Background: an optimization exercise with open tools, aiming at small area, a short achievable clock period and few clock cycles. Do not read the settings as production practice.
In this exercise RTL edits were held to simulation tests only and were not proved equivalent to the original.
Power is estimated from default activity; no workload was simulated.

==> flow/design.v <==
`timescale 1ns / 1ps
`default_nettype none
package ihx_enc_pkg;
   localparam int MaxRecordBytes = 16;
   localparam int CountWidth     = 5;
   localparam int AddrWidth      = 16;
   localparam int IdxWidth       = 6;
   localparam int EndTextLen     = 12;
   localparam int CmdBits        = 2 + CountWidth + AddrWidth + 8 * MaxRecordBytes;
   localparam logic [1:0] ModeAll  = 2'd0;
   localparam logic [1:0] ModeEven = 2'd1;
   localparam logic [1:0] ModeOdd  = 2'd2;
   localparam logic [7:0] CharColon   = 8'h3a;
   localparam logic [7:0] CharZero    = 8'h30;
   localparam logic [7:0] CharNewline = 8'h0a;
   localparam logic [IdxWidth-1:0] IdxColon    = IdxWidth'(0);
   localparam logic [IdxWidth-1:0] IdxCountHi  = IdxWidth'(1);
   localparam logic [IdxWidth-1:0] IdxCountLo  = IdxWidth'(2);
   localparam logic [IdxWidth-1:0] IdxAddr3    = IdxWidth'(3);
   localparam logic [IdxWidth-1:0] IdxAddr2    = IdxWidth'(4);
   localparam logic [IdxWidth-1:0] IdxAddr1    = IdxWidth'(5);
   localparam logic [IdxWidth-1:0] IdxAddr0    = IdxWidth'(6);
   localparam logic [IdxWidth-1:0] IdxTypeHi   = IdxWidth'(7);
   localparam logic [IdxWidth-1:0] IdxTypeLo   = IdxWidth'(8);
   localparam logic [IdxWidth-1:0] IdxPayload  = IdxWidth'(9);
   typedef struct packed {
      logic [7:0] data_byte;
      logic       end_of_data;
   } req_type;
   typedef struct packed {
      logic [7:0] text_char;
      logic       last_of_run;
   } rsp_type;
   typedef struct packed {
      logic                                has_record;
      logic                                is_end;
      logic [CountWidth-1:0]               count;
      logic [AddrWidth-1:0]                addr;
      logic [MaxRecordBytes-1:0][7:0]      data;
   } cmd_type;
   typedef enum logic [1:0] {
      BackIdle,
      BackRecord,
      BackEnd
   } back_state_type;
endpackage
`default_nettype wire
`timescale 1ns / 1ps
`default_nettype none
import ihx_enc_pkg::*;
module ihx_cmd_fifo #(
   parameter int DEPTH = 2
) (
   input  wire                   clock,
   input  wire                   reset,
   input  wire                   push,
   input  ihx_enc_pkg::cmd_type  wdata,
   output logic                  full,
   input  wire                   pop,
   output ihx_enc_pkg::cmd_type  rdata,
   output logic                  empty
);
   localparam int PtrWidth = (DEPTH > 1) ? $clog2(DEPTH) : 1;
   localparam int CntWidth = $clog2(DEPTH + 1);
   logic [CmdBits-1:0]    entry_ff [0:DEPTH-1];
   logic [PtrWidth-1:0]   wr_ptr_ff, wr_ptr_in, rd_ptr_ff, rd_ptr_in;
   logic [CntWidth-1:0]   count_ff, count_in;
   logic                  do_push, do_pop;
   assign full    = (count_ff == CntWidth'(DEPTH));
   assign empty   = (count_ff == '0);
   assign do_push = push && !full;
   assign do_pop  = pop && !empty;
   assign rdata   = entry_ff[rd_ptr_ff];
   always_comb begin
      wr_ptr_in = wr_ptr_ff;
      rd_ptr_in = rd_ptr_ff;
      count_in  = count_ff;
      if (do_push) begin
         wr_ptr_in = (wr_ptr_ff == PtrWidth'(DEPTH - 1)) ? '0 : wr_ptr_ff + PtrWidth'(1);
      end
      if (do_pop) begin
         rd_ptr_in = (rd_ptr_ff == PtrWidth'(DEPTH - 1)) ? '0 : rd_ptr_ff + PtrWidth'(1);
      end
      if (do_push && !do_pop) begin
         count_in = count_ff + CntWidth'(1);
      end else if (do_pop && !do_push) begin
         count_in = count_ff - CntWidth'(1);
      end
   end
   always_ff @(posedge clock) begin
      if (reset) begin
         wr_ptr_ff <= '0;
         rd_ptr_ff <= '0;
         count_ff  <= '0;
      end else begin
         wr_ptr_ff <= wr_ptr_in;
         rd_ptr_ff <= rd_ptr_in;
         count_ff  <= count_in;
      end
   end
   always_ff @(posedge clock) begin
      if (do_push) begin
         entry_ff[wr_ptr_ff] <= wdata;
      end
   end
endmodule
`default_nettype wire
`timescale 1ns / 1ps
`default_nettype none
import ihx_enc_pkg::*;
module ihx_front #(
   parameter int RECORD_BYTES = 16
) (
   input  wire                   clock,
   input  wire                   reset,
   input  wire                   req_push,
   output logic                  req_full,
   input  ihx_enc_pkg::req_type  req_data,
   input  wire                   csr_we,
   input  wire [1:0]             csr_wdata,
   output logic                  cmd_push,
   output ihx_enc_pkg::cmd_type  cmd_wdata,
   input  wire                   cmd_full
);
   localparam int PosWidth = $clog2(RECORD_BYTES + 1);
   logic [1:0]                     mode_ff, mode_in;
   logic                           parity_ff, parity_in;
   logic [PosWidth-1:0]            pos_ff, pos_in, pos_next;
   logic [CountWidth-1:0]          count_ff, count_in, count_next;
   logic [AddrWidth-1:0]           addr_ff, addr_in;
   logic [MaxRecordBytes-1:0][7:0] kept_ff, kept_in;
   logic                           accept, keep;
   assign req_full = cmd_full;
   assign accept   = req_push && !cmd_full;
   always_comb begin
      mode_in   = csr_we ? csr_wdata : mode_ff;
      parity_in = parity_ff;
      pos_in    = pos_ff;
      count_in  = count_ff;
      addr_in   = addr_ff;
      kept_in   = kept_ff;
      cmd_push  = 1'b0;
      case (mode_ff)
         ModeEven: keep = !parity_ff;
         ModeOdd:  keep = parity_ff;
         default:  keep = 1'b1;
      endcase
      pos_next   = pos_ff + PosWidth'(1);
      count_next = count_ff;
      if (keep && !req_data.end_of_data && count_ff < CountWidth'(MaxRecordBytes)) begin
         kept_in[count_ff[3:0]] = req_data.data_byte;
         count_next = count_ff + CountWidth'(1);
      end
      cmd_wdata.has_record = 1'b1;
      cmd_wdata.is_end     = req_data.end_of_data;
      cmd_wdata.count      = count_next;
      cmd_wdata.addr       = addr_ff;
      cmd_wdata.data       = kept_in;
      if (accept) begin
         if (req_data.end_of_data) begin
            cmd_push             = 1'b1;
            cmd_wdata.has_record = (pos_ff != '0);
            parity_in            = 1'b0;
            pos_in               = '0;
            count_in             = '0;
            addr_in              = '0;
         end else begin
            parity_in = !parity_ff;
            if (pos_next == PosWidth'(RECORD_BYTES)) begin
               cmd_push = 1'b1;
               pos_in   = '0;
               count_in = '0;
               addr_in  = addr_ff + AddrWidth'(count_next);
            end else begin
               pos_in   = pos_next;
               count_in = count_next;
            end
         end
      end
   end
   always_ff @(posedge clock) begin
      if (reset) begin
         mode_ff   <= ModeAll;
         parity_ff <= 1'b0;
         pos_ff    <= '0;
         count_ff  <= '0;
         addr_ff   <= '0;
      end else begin
         mode_ff   <= mode_in;
         parity_ff <= parity_in;
         pos_ff    <= pos_in;
         count_ff  <= count_in;
         addr_ff   <= addr_in;
      end
   end
   always_ff @(posedge clock) begin
      if (accept) begin
         kept_ff <= kept_in;
      end
   end
endmodule
`default_nettype wire
`timescale 1ns / 1ps
`default_nettype none
import ihx_enc_pkg::*;
module ihx_back (
   input  wire                   clock,
   input  wire                   reset,
   input  wire                   cmd_empty,
   input  ihx_enc_pkg::cmd_type  cmd_rdata,
   output logic                  cmd_pop,
   output logic                  rsp_empty,
   input  wire                   rsp_pop,
   output ihx_enc_pkg::rsp_type  rsp_data
);
   ihx_enc_pkg::back_state_type        state_ff, state_in;
   logic [IdxWidth-1:0]   idx_ff, idx_in, offs, pay_end;
   logic [7:0]            sum_ff, sum_in, chk, cur_byte;
   ihx_enc_pkg::cmd_type               cmd_ff, cmd_in;
   logic                  out_valid_ff, out_valid_in;
   ihx_enc_pkg::rsp_type               out_ff, out_in;
   logic                  adv, emit, last;
   logic [7:0]            ch;
   function automatic [7:0] hex_char(input [3:0] nib);
      if (nib < 4'd10) begin
         hex_char = 8'h30 + {4'd0, nib};
      end else begin
         hex_char = 8'h57 + {4'd0, nib};
      end
   endfunction
   function automatic [7:0] end_char(input [3:0] idx);
      case (idx)
         4'd0:    end_char = CharColon;
         4'd8:    end_char = 8'h31;
         4'd9:    end_char = 8'h46;
         4'd10:   end_char = 8'h46;
         4'd11:   end_char = CharNewline;
         default: end_char = CharZero;
      endcase
   endfunction
   assign rsp_empty = !out_valid_ff;
   assign rsp_data  = out_ff;
   assign adv       = !out_valid_ff || rsp_pop;
   assign offs      = idx_ff - IdxPayload;
   assign pay_end   = {cmd_ff.count, 1'b0};
   assign cur_byte  = cmd_ff.data[offs[4:1]];
   assign chk       = 8'(~sum_ff + 8'd1);
   always_comb begin
      state_in = state_ff;
      idx_in   = idx_ff;
      sum_in   = sum_ff;
      cmd_in   = cmd_ff;
      cmd_pop  = 1'b0;
      emit     = 1'b0;
      last     = 1'b0;
      ch       = CharZero;
      case (state_ff)
         BackIdle: begin
            if (!cmd_empty) begin
               cmd_pop  = 1'b1;
               cmd_in   = cmd_rdata;
               idx_in   = '0;
               sum_in   = 8'({3'd0, cmd_rdata.count}) + cmd_rdata.addr[7:0]
                          + cmd_rdata.addr[15:8];
               state_in = cmd_rdata.has_record ? BackRecord : BackEnd;
            end
         end
         BackRecord: begin
            if (adv) begin
               emit   = 1'b1;
               idx_in = idx_ff + IdxWidth'(1);
               case (idx_ff)
                  IdxColon:   ch = CharColon;
                  IdxCountHi: ch = hex_char({3'd0, cmd_ff.count[4]});
                  IdxCountLo: ch = hex_char(cmd_ff.count[3:0]);
                  IdxAddr3:   ch = hex_char(cmd_ff.addr[15:12]);
                  IdxAddr2:   ch = hex_char(cmd_ff.addr[11:8]);
                  IdxAddr1:   ch = hex_char(cmd_ff.addr[7:4]);
                  IdxAddr0:   ch = hex_char(cmd_ff.addr[3:0]);
                  IdxTypeHi:  ch = CharZero;
                  IdxTypeLo:  ch = CharZero;
                  default: begin
                     if (offs < pay_end) begin
                        if (offs[0]) begin
                           ch     = hex_char(cur_byte[3:0]);
                           sum_in = sum_ff + cur_byte;
                        end else begin
                           ch = hex_char(cur_byte[7:4]);
                        end
                     end else if (offs == pay_end) begin
                        ch = hex_char(chk[7:4]);
                     end else if (offs == pay_end + IdxWidth'(1)) begin
                        ch = hex_char(chk[3:0]);
                     end else begin
                        ch       = CharNewline;
                        last     = !cmd_ff.is_end;
                        idx_in   = '0;
                        state_in = cmd_ff.is_end ? BackEnd : BackIdle;
                     end
                  end
               endcase
            end
         end
         BackEnd: begin
            if (adv) begin
               emit   = 1'b1;
               ch     = end_char(idx_ff[3:0]);
               idx_in = idx_ff + IdxWidth'(1);
               if (idx_ff == IdxWidth'(EndTextLen - 1)) begin
                  last     = 1'b1;
                  idx_in   = '0;
                  state_in = BackIdle;
               end
            end
         end
         default: state_in = BackIdle;
      endcase
   end
   always_comb begin
      out_valid_in = out_valid_ff;
      out_in       = out_ff;
      if (emit) begin
         out_valid_in       = 1'b1;
         out_in.text_char   = ch;
         out_in.last_of_run = last;
      end else if (rsp_pop) begin
         out_valid_in = 1'b0;
      end
   end
   always_ff @(posedge clock) begin
      if (reset) begin
         state_ff     <= BackIdle;
         idx_ff       <= '0;
         out_valid_ff <= 1'b0;
      end else begin
         state_ff     <= state_in;
         idx_ff       <= idx_in;
         out_valid_ff <= out_valid_in;
      end
   end
   always_ff @(posedge clock) begin
      sum_ff <= sum_in;
      cmd_ff <= cmd_in;
      out_ff <= out_in;
   end
endmodule
`default_nettype wire
`timescale 1ns / 1ps
`default_nettype none
import ihx_enc_pkg::*;
module intel_hex_record_encoder #(
   parameter int RECORD_BYTES = 16,
   parameter int CMD_DEPTH    = 2
) (
   input  wire                   clock,
   input  wire                   reset,
   input  wire                   req_push,
   output logic                  req_full,
   input  wire  [8:0]            req_data,
   output logic                  rsp_empty,
   input  wire                   rsp_pop,
   output logic [8:0]            rsp_data,
   input  wire                   csr_we,
   input  wire [1:0]             csr_wdata
);
   logic    cmd_push, cmd_full, cmd_pop, cmd_empty;
   ihx_enc_pkg::cmd_type cmd_wdata, cmd_rdata;
   ihx_enc_pkg::req_type req_s;
   ihx_enc_pkg::rsp_type rsp_s;
   assign req_s    = req_data;
   assign rsp_data = rsp_s;
   ihx_front #(
      .RECORD_BYTES (RECORD_BYTES)
   ) u_front (
      .clock     (clock),
      .reset     (reset),
      .req_push  (req_push),
      .req_full  (req_full),
      .req_data  (req_s),
      .csr_we    (csr_we),
      .csr_wdata (csr_wdata),
      .cmd_push  (cmd_push),
      .cmd_wdata (cmd_wdata),
      .cmd_full  (cmd_full)
   );
   ihx_cmd_fifo #(
      .DEPTH (CMD_DEPTH)
   ) u_fifo (
      .clock (clock),
      .reset (reset),
      .push  (cmd_push),
      .wdata (cmd_wdata),
      .full  (cmd_full),
      .pop   (cmd_pop),
      .rdata (cmd_rdata),
      .empty (cmd_empty)
   );
   ihx_back u_back (
      .clock     (clock),
      .reset     (reset),
      .cmd_empty (cmd_empty),
      .cmd_rdata (cmd_rdata),
      .cmd_pop   (cmd_pop),
      .rsp_empty (rsp_empty),
      .rsp_pop   (rsp_pop),
      .rsp_data  (rsp_s)
   );
endmodule
`default_nettype wire
==> flow/run.sh <==
#!/bin/bash
# synth_recipe.tcl (not shown) runs the flow's synth.tcl, then flattens the netlist and writes it again
# the make line also repeats each setting of config.mk as NAME=value (left out here)
make -C /OpenROAD-flow-scripts/flow DESIGN_CONFIG=/design/flow/config.mk WORK_HOME=/design/flow/orfs CLKGATE_MAP_FILE= SYNTH_SCRIPT=/design/flow/synth_recipe.tcl finish
==> flow/config.mk <==
export PLATFORM = sky130hd
export DESIGN_NAME = intel_hex_record_encoder
export DESIGN_NICKNAME = intel_hex_record_encoder
export VERILOG_FILES = /design/flow/design.v
export SDC_FILE = /design/flow/constraint.sdc
export NUM_CORES = 4
export LEC_CHECK = 0
export CAP_MARGIN = 20
export CORE_MARGIN = 2
export CORE_UTILIZATION = 40
export SLEW_MARGIN = 20
==> flow/constraint.sdc <==
create_clock -name core_clock -period 4.5 [get_ports {clock}]
set_input_delay 0.9000 -clock core_clock [delete_from_list [all_inputs] [get_ports {clock}]]
set_output_delay 0.9000 -clock core_clock [all_outputs]
set_load 0.01 [all_outputs]
==> notes.md <==
-- sequential cells by signal, summed over array words and instances, names as in the netlist, 5 cells and up, named ones only --
register,flops
u_back.cmd_ff,150
u_back.idx_ff,6
u_back.out_ff,8
u_back.sum_ff,8
u_fifo.entry_ff,302
u_front.addr_ff,16
u_front.count_ff,5
u_front.kept_ff,128
u_front.pos_ff,5
-- cell type report --
type                       count  area, µm²  share of cell area
sequential                   639      18760              0.6090
multi-input combinational    933       7944              0.2579
clock buffer                  83       1778             0.05771
tap                          873       1092             0.03546
timing repair buffer          64      638.1             0.02071
clock inverter                31      314.1             0.01019
inverter                      66      279.0            0.009057
-- routing by layer --
metal | GRT usage | share of wire | up-vias
met4 | 0.05650 | 0.023 | 0
met3 | 0.02332 | 0.045 | 80
li1 | - | - | 6722
met1 | 0.2391 | 0.45 | 7492
met2 | 0.2777 | 0.48 | 371
met5 | 0 | 0 | -
-- how the worst min path moves through the flow --
stage                             start                 endpoint  slack (ns)  cells past startpoint
finish                 u_fifo.rd_ptr_ff                flip-flop        0.50                      2
global route           u_fifo.rd_ptr_ff                flip-flop        0.53                      2
detailed placement     u_fifo.rd_ptr_ff                flip-flop        0.49                      2
CTS                    u_fifo.rd_ptr_ff                flip-flop        0.51                      2
global placement       u_fifo.rd_ptr_ff         u_fifo.rd_ptr_ff        0.49                      2
floorplan           u_front.addr_ff[15]  u_fifo.entry_ff[0][143]        0.45                      0
-- cells by family after synthesis --
| kind of cell | after synthesis | share of synthesized area |
|---|---|---|
| AOI/OAI and AO/OA | 232 | 0.05746 |
| adders and majority gates | 58 | 0.02889 |
| buffers and inverters | 133 | 0.01928 |
| xor gates and xnor gates | 53 | 0.01762 |
| muxes | 291 | 0.1336 |
| DFF | 639 | 0.6897 |
| and+or+nand+nor | 298 | 0.05323 |
| other | 1 | 0.0001379 |
-- tightest hold or removal path, delay by kind of cell, from the launching register on --
kind	cells	cell delay (ns)
flip-flops	1	0.32
XOR/XNOR	1	0.08
AND/OR/NAND/NOR	1	0.07
-- power groups by stage --
| stage | Clock, mW | Combinational [mW] | Sequential, mW |
|---|---|---|---|
| 2_1_floorplan | 0 | 2.84 | 7.90 |
| 3_3_place_gp | 0 | 4.04 | 8.01 |
| 3_5_place_dp | 0 | 4.11 | 8.03 |
| 4_1_cts | 5.46 | 4.13 | 7.91 |
| 5_1_grt | 5.68 | 4.49 | 7.97 |
| 6_report | 5.32 | 4.10 | 7.90 |
-- per-stage QoR --
stage,util,cells,area [µm²]
after floorplan,-,1705,27240
after global placement,0.4269,2575,28720
after detailed placement,0.4269,2575,28720
after CTS,0.4580,2689,30810
after global routing,0.4579,2689,30810
final,0.4579,2689,30810
-- placed cells by master (no fill, tap or decap), types with 8 or more instances in the layout --
| cell | n |
|---|---|
| xnor2_1 | 37 |
| dfxtp_1 | 42 |
| a21o_1 | 11 |
| ha_1 | 49 |
| a22oi_1 | 11 |
| mux2_2 | 246 |
| a31oi_1 | 10 |
| mux2i_1 | 11 |
| nand4_1 | 16 |
| clkbuf_16 | 68 |
| nand2_1 | 74 |
| buf_4 | 31 |
| nor3_1 | 23 |
| buf_12 | 8 |
| edfxtp_1 | 596 |
| o21ai_0 | 42 |
| nor2b_1 | 10 |
| clkdlybuf4s50_1 | 24 |
| xor2_1 | 14 |
| nor2_1 | 89 |
| clkbuf_1 | 13 |
| inv_1 | 61 |
| mux4_2 | 29 |
| nand2b_1 | 9 |
| clkinv_1 | 12 |
| nor4_1 | 8 |
| a21oi_1 | 60 |
| a22o_1 | 30 |
| or3_1 | 13 |
| nand3_1 | 19 |
| fa_1 | 8 |
==> flow_summary.yaml <==
logic_synthesis:
  async_flop_share: 0
  synth_area_leaders: "edfxtp_1 (66%), mux2_2 (10%), dfxtp_1 (3.2%), mux4_2 (2.4%), ha_1 (2.3%)"
  syn-num-nets: 1779
  ys_seq_area_frac: 0.6897
  synthCells: 1705
  ys_warn_count: 3
  yosysUniqueCellTypes: 80
  synth_edf_count: 596
  synth_area_leader_cell: "edfxtp_1"
  syn_area_mm2: 0.02720
  synth_common_cells: "edfxtp_1 (596), mux2_2 (246), nor2_1 (90), nand2_1 (75), inv_1 (62)"
  avgSynthCellArea_um2: 15.95
  ys_ff_latch: 639
  ys.flop_type: "edfxtp_1"
  yosysTopAreaCellShare: 0.6581
  synth_most_common_cell: "edfxtp_1"
floorplanning:
  core-area_mm2: 0.06728
  die_height_um: 264.8
  dieArea_mm2: 0.07009
  num_rows: 95
  ios: 27
  initial_core_util: 0.4042
  die_x_um: 264.8
global_routing:
  grt_pass1_wl_um: 90880
  grt_pass1_vias: 14640
  grt_util_all_layers: 0.1712
  grt_overflow: 0
  grt_antenna_before_repair: 0
  grt_max_degree: 73
job:
  cap_violations: 0
critical_path:
  r2r-start: "u_back.idx_ff[3]"
  critPathLaunch: "u_back.idx_ff[3]"
  worstSetupStartpointType: "flip-flop"
  worstPathRequired_ns: 4.84
  cpPeakStageDelay_ns: 0.66
  crit_top_cell: "inv_1"
  crit_end: "u_back.sum_ff[6]"
  worstPathArrival_ns: 4.46
  cp_num_cells: 18
  reg2reg_slack_ns: 0.37
  path_buf_inv: 5
  cpMaxStageDelayCell: "nor3_1"
  path_cells: "inv_2, xnor2_2, inv_2, nor3_1, a22o_1, nor2_1, inv_1, ha_1, inv_1, fa_1, inv_1, a21oi_1, o21bai_1, a21o_1, a21oi_1, xnor2_1, nand2_1, o21ai_0"
  timing.rr.end: "u_back.sum_ff[6]"
  crit_family: "simple AND/OR/NAND/NOR gates"
  cp_max_fo: 10
  crit_type: "flip-flop to flip-flop"
  setup.worst_path.end_class: "flip-flop"
  r2r_cells: 18
timing:
  setup_violations: 0
  worst_slew_pin_slew_ns: 1.036
  setup_tns_ns: 0
  finClkSkew_ns: 0.01388
  rsz0062_at_grt: "no"
  setup_ws_ns: 0.3736
  fin_crit_sh: 0.9170
  final-max-slew-violation-count: 0
  fmaxAchievable_ghz: 0.2423
  maxSlewHeadroom: 0.3091
  hold_slack_ns: 0.5045
  fin_crit_ns: 4.126
  hold_viol: 0
detailed_routing:
  routed_wl_um: 59470
  drt-pass1-iter-count: 5
  avgViaCountPerCell: 5.454
  routedWlPerCell_um: 22.11
  drc: 0
  drtAntennaViolNets: 0
  vias: 14670
  first_iter_violations: 1193
power:
  seq_power_share: 0.456
  p_sw_frac: 0.2994
  clockPowerShare: 0.307
  irDropWorstVdd_v: 0.0003101
  p_total_mw: 17.32
  switchingPower_mw: 5.185
  p_comb_frac: 0.237
  p_int_mw: 12.13
  power_leakage_nw: 9.044
  pwr_density_cell_mw_per_mm2: 562.2
final_layout:
  fillers: 5789
  diodes: 0
  area.growth.synth_to_final_pct: 13.28
  nets: 1844
  layout-drive-gt1-share: 0.2379
clock_network:
  holdBufCountCts: 0
  postCtsSetupRepairBufs: 0
  cts_resized: 0
  cts.path.max_buffers: 3
  h-tree-depth: 3
  clkTransAtPathRegs_ns: 0.06
  cts_tree: "built"
  cts_buffers: 66
  insertion_delay_ns: 0.60
  root_buffer: "clkbuf_16"
  cts.sinks: 639
outcome:
  status: "finished clean"
place:
  dp_hpwl_um: 38420
  gp_congestion: 0.8936
  place_ws_ns: 0.4205
  port_buffers: 25
worst_hold_path:
  worstHoldPathType: "flip-flop to flip-flop"
Testbench counts, summed over its fixed seeds: cycles 23,129.

-- what the ideal ports hide --
No port has a modelled driver above. Below, the same layout with a new extraction and two added sets of constraints.
Step 1 assumes that a clkbuf_16 drives the clock port and a buf_2 every other input.
Step 2 adds t to the input delays and takes it off the output delays; t is the mean of the earliest and latest rising clock arrival at the registers after step 1. Input paths then give back, and output paths get back, about the clock's delay inside the block.
Slacks: no drivers / after step 1 / after step 2; pairs: no drivers / after step 1.
shift t [ns]: 0.655
setup slack, ns: 0.374 / 0.374 / 0.374
hold WS [ns]: 0.504 / 0.504 / 0.504
After both steps this run still meets setup and hold. The setup slack of this run moves by 0.000 ns with the drivers and by 0.000 ns with both steps.
